This design comes from an exercise in tuning for small area and a short achievable clock period on the open sky130 flow, not from production work.
Where RTL was checked, it was by simulation tests only, not by an equivalence proof against the original.
Power is estimated from default activity; no workload was simulated.

Design mc_rf_top, start of the top module:
module mc_rf_top #(
	parameter int NUM_CS = 8
) (
	input  logic clk,
	input  logic rst,
	input  logic bus_cyc_i,
	input  logic bus_stb_i,
	input  logic bus_we_i,
	input  logic [31:0] bus_addr_i,
	input  logic [mc_pkg::DATA_W-1:0] bus_data_i,
	input  logic mc_sts_i,
	input  logic cs_le_i,
	input  logic init_ack_i,
	input  logic lmr_ack_i,
	output logic ack_o,
	output logic [mc_pkg::DATA_W-1:0] rd_data_o,
	output logic wp_err_o,
	output logic [mc_pkg::MAX_CS-1:0] cs_o,
	output logic [mc_pkg::DATA_W-1:0] csc_sel_o,
	output logic [mc_pkg::DATA_W-1:0] tms_sel_o,
	output logic [mc_pkg::MAX_CS-1:0] cs_need_rfr_o,
	output logic [2:0] ref_int_o,
	output logic [7:0] rfr_ps_val_o,
	output logic mc_vpen_o,
	output logic fs_o,
	output logic init_req_o,
	output logic lmr_req_o,
	output logic [mc_pkg::MAX_CS-1:0] spec_req_cs_o
);
	localparam int N = NUM_CS;
	localparam int W = mc_pkg::DATA_W;
	logic reg_sel;
	logic wr_we_q;
	logic [4:0] wr_idx_q;
	assign reg_sel = bus_cyc_i & bus_stb_i & (bus_addr_i[31:29] == mc_pkg::REG_SEL_VAL);
	always_ff @(posedge clk or posedge rst)
	begin
		if (rst)
		begin
			ack_o <= 1'b0;
			wr_we_q <= 1'b0;
		end
		else
		begin
			ack_o <= reg_sel & ~ack_o;
			wr_we_q <= reg_sel & bus_we_i & ~ack_o;
		end
	end
	always_ff @(posedge clk)
		wr_idx_q <= bus_addr_i[6:2];
	logic csr_we, mask_we;
	logic [N-1:0] csc_we, tms_we;
	assign csr_we = wr_we_q & (wr_idx_q == mc_pkg::REG_IDX_CSR);
	assign mask_we = wr_we_q & (wr_idx_q == mc_pkg::REG_IDX_MASK);
	for (genvar i = 0; i < N; i++)
	begin : g_we
		assign csc_we[i] = wr_we_q & (wr_idx_q == 5'(mc_pkg::REG_IDX_CS_BASE + 2 * i));
		assign tms_we[i] = wr_we_q & (wr_idx_q == 5'(mc_pkg::REG_IDX_CS_BASE + 2 * i + 1));
	end
	logic sts_q;
	logic [7:0] rfr_ps_val_q;
	logic [2:0] ref_int_q;
	logic fs_q, vpen_q;
	logic [10:0] mask_q;
	always_ff @(posedge clk or posedge rst)
	begin
		if (rst)
		begin
			sts_q <= 1'b0;
			rfr_ps_val_q <= '0;
			ref_int_q <= '0;
			fs_q <= 1'b0;
			vpen_q <= 1'b0;
			mask_q <= mc_pkg::MASK_RESET;
		end
		else
		begin
			sts_q <= mc_sts_i;
			if (csr_we)
			begin
				rfr_ps_val_q <= bus_data_i[31:24];
				ref_int_q <= bus_data_i[10:8];
				fs_q <= bus_data_i[2];
				vpen_q <= bus_data_i[1];
			end
			if (mask_we)
				mask_q <= bus_data_i[10:0];
		end
	end
  ...
Size: ~2200 cells after synthesis, about 700 flip-flops.
export LEC_CHECK = 0
export CAP_MARGIN = 20
export CORE_MARGIN = 2
export CORE_UTILIZATION = 60
export CTS_BUF_LIST = sky130_fd_sc_hd__clkbuf_8
export CTS_CLUSTER_DIAMETER = 60
export CTS_CLUSTER_SIZE = 14
export SETUP_SLACK_MARGIN = 3.7
export SLEW_MARGIN = 20
create_clock -name core_clock -period 7.0 [get_ports {clk}]
standard.sh (not shown) runs the stock make flow with config.mk's settings and CLKGATE_MAP_FILE= SYNTH_SCRIPT=/design/flow/synth_recipe.tcl, a recipe that flattens the netlist after the stock synthesis.
==> flow/flow/run.sh <==
#!/bin/bash
# Standard ORFS layout (standard synthesis script), with resizing free to
# change cell footprints, plain buffers on the ports, and the slow
# single-size a222oi cell kept out of mapping and resizing.
set -euo pipefail
DU="$(cat flow/dont_use.txt)"
bash standard.sh MATCH_CELL_FOOTPRINT=0 "BUFFER_PORTS_ARGS=-buffer_cell sky130_fd_sc_hd__buf_2" "DONT_USE_CELLS=$DU" finish > standard.log 2>&1
==> flow/flow/dont_use.txt <==
sky130_fd_sc_hd__probe_p_8 sky130_fd_sc_hd__probec_p_8 sky130_fd_sc_hd__lpflow_bleeder_1 sky130_fd_sc_hd__lpflow_clkbufkapwr_1 sky130_fd_sc_hd__lpflow_clkbufkapwr_16 sky130_fd_sc_hd__lpflow_clkbufkapwr_2 sky130_fd_sc_hd__lpflow_clkbufkapwr_4 sky130_fd_sc_hd__lpflow_clkbufkapwr_8 sky130_fd_sc_hd__lpflow_clkinvkapwr_1 sky130_fd_sc_hd__lpflow_clkinvkapwr_16 sky130_fd_sc_hd__lpflow_clkinvkapwr_2 sky130_fd_sc_hd__lpflow_clkinvkapwr_4 sky130_fd_sc_hd__lpflow_clkinvkapwr_8 sky130_fd_sc_hd__lpflow_decapkapwr_12 sky130_fd_sc_hd__lpflow_decapkapwr_3 sky130_fd_sc_hd__lpflow_decapkapwr_4 sky130_fd_sc_hd__lpflow_decapkapwr_6 sky130_fd_sc_hd__lpflow_decapkapwr_8 sky130_fd_sc_hd__lpflow_inputiso0n_1 sky130_fd_sc_hd__lpflow_inputiso0p_1 sky130_fd_sc_hd__lpflow_inputiso1n_1 sky130_fd_sc_hd__lpflow_inputiso1p_1 sky130_fd_sc_hd__lpflow_inputisolatch_1 sky130_fd_sc_hd__lpflow_isobufsrc_1 sky130_fd_sc_hd__lpflow_isobufsrc_16 sky130_fd_sc_hd__lpflow_isobufsrc_2 sky130_fd_sc_hd__lpflow_isobufsrc_4 sky130_fd_sc_hd__lpflow_isobufsrc_8 sky130_fd_sc_hd__lpflow_isobufsrckapwr_16 sky130_fd_sc_hd__lpflow_lsbuf_lh_hl_isowell_tap_1 sky130_fd_sc_hd__lpflow_lsbuf_lh_hl_isowell_tap_2 sky130_fd_sc_hd__lpflow_lsbuf_lh_hl_isowell_tap_4 sky130_fd_sc_hd__lpflow_lsbuf_lh_isowell_4 sky130_fd_sc_hd__lpflow_lsbuf_lh_isowell_tap_1 sky130_fd_sc_hd__lpflow_lsbuf_lh_isowell_tap_2 sky130_fd_sc_hd__lpflow_lsbuf_lh_isowell_tap_4 sky130_fd_sc_hd__a222oi_1
Edit:
--- a/flow/design.v
+++ b/flow/design.v
@@ -168,22 +168,28 @@
 	begin : g_slot
 		assign en[i] = csc_v[i] & csc_q[i][0];
 		assign wp_bit[i] = csc_q[i][8];
 		assign match[i] = en[i] &
 			(((csc_q[i][23:16] ^ bus_addr_i[28:21]) & mask_q[7:0]) == 8'h00);
 	end
 	logic [N-1:0] csc_sdram;
 	for (genvar i = 0; i < N; i++)
 	begin : g_need
-		assign need_rfr[i] = en[i] & (csc_q[i][3:1] == mc_pkg::MEM_TYPE_SDRAM);
 		assign csc_sdram[i] = csc_we[i] & bus_data_i[0] &
 			(bus_data_i[3:1] == mc_pkg::MEM_TYPE_SDRAM);
 	end
+	always_ff @(posedge clk or posedge rst)
+	begin
+		if (rst)
+			need_rfr <= '0;
+		else
+			need_rfr <= (need_rfr & ~csc_we) | csc_sdram;
+	end
 	always_comb
 	begin
 		cs_need_rfr_o = '0;
 		cs_need_rfr_o[N-1:0] = need_rfr;
 	end
 	logic [N-1:0] init_pending;
 	logic [N-1:0] lmr_pending;
 	logic [N-1:0] init_done;
 	logic [N-1:0] lmr_done;
The changed run finished clean.
Worst setup slack gets better by 19 ps.
Wire length goes down by about 14%.
Synthesized area decreases by about 3.5%.
Sequential power grows by about 0.9%.
Hold slack gets worse by 8.1 ps.
Synthesized cell count went down by 6.6%.
Core utilization goes down by 1.8 points.
Power went down by about 2%.
Clock skew goes up by 5.3 ps.
Non-clock buffer count goes down by 25.
For the first run of this note, only the layout was checked, not whether the RTL still works.

==> what the ideal ports hide <==
Ports are ideal in the flow. The routed layouts listed here were re-timed in OpenROAD. Step 1 sets driving cells, clkbuf_16 on the clock port and buf_2 on the other inputs (assumed; they add their load-dependent delay and slew). Step 2 also shifts input and output timing later by t, the mid clock arrival at the registers, as if the neighbouring blocks saw the same clock. Three values: ideal, step 1, step 2; two values: the first two.
| run | t (ns) | setup slack, ns | worst setup path at the end | latest minus earliest clock arrival (ns) |
|---|---|---|---|---|
| the first run | 0.784 | 3.657 / 3.595 / 2.882 | input to register | 0.035 / 0.035 |
| the second run | 0.778 | 3.676 / 3.616 / 2.981 | input to register | 0.041 / 0.041 |
After both steps every run listed still meets setup and hold. The setup slack of the first run, which loses most, moves by -0.062 ns with the drivers and by -0.775 ns with both steps.
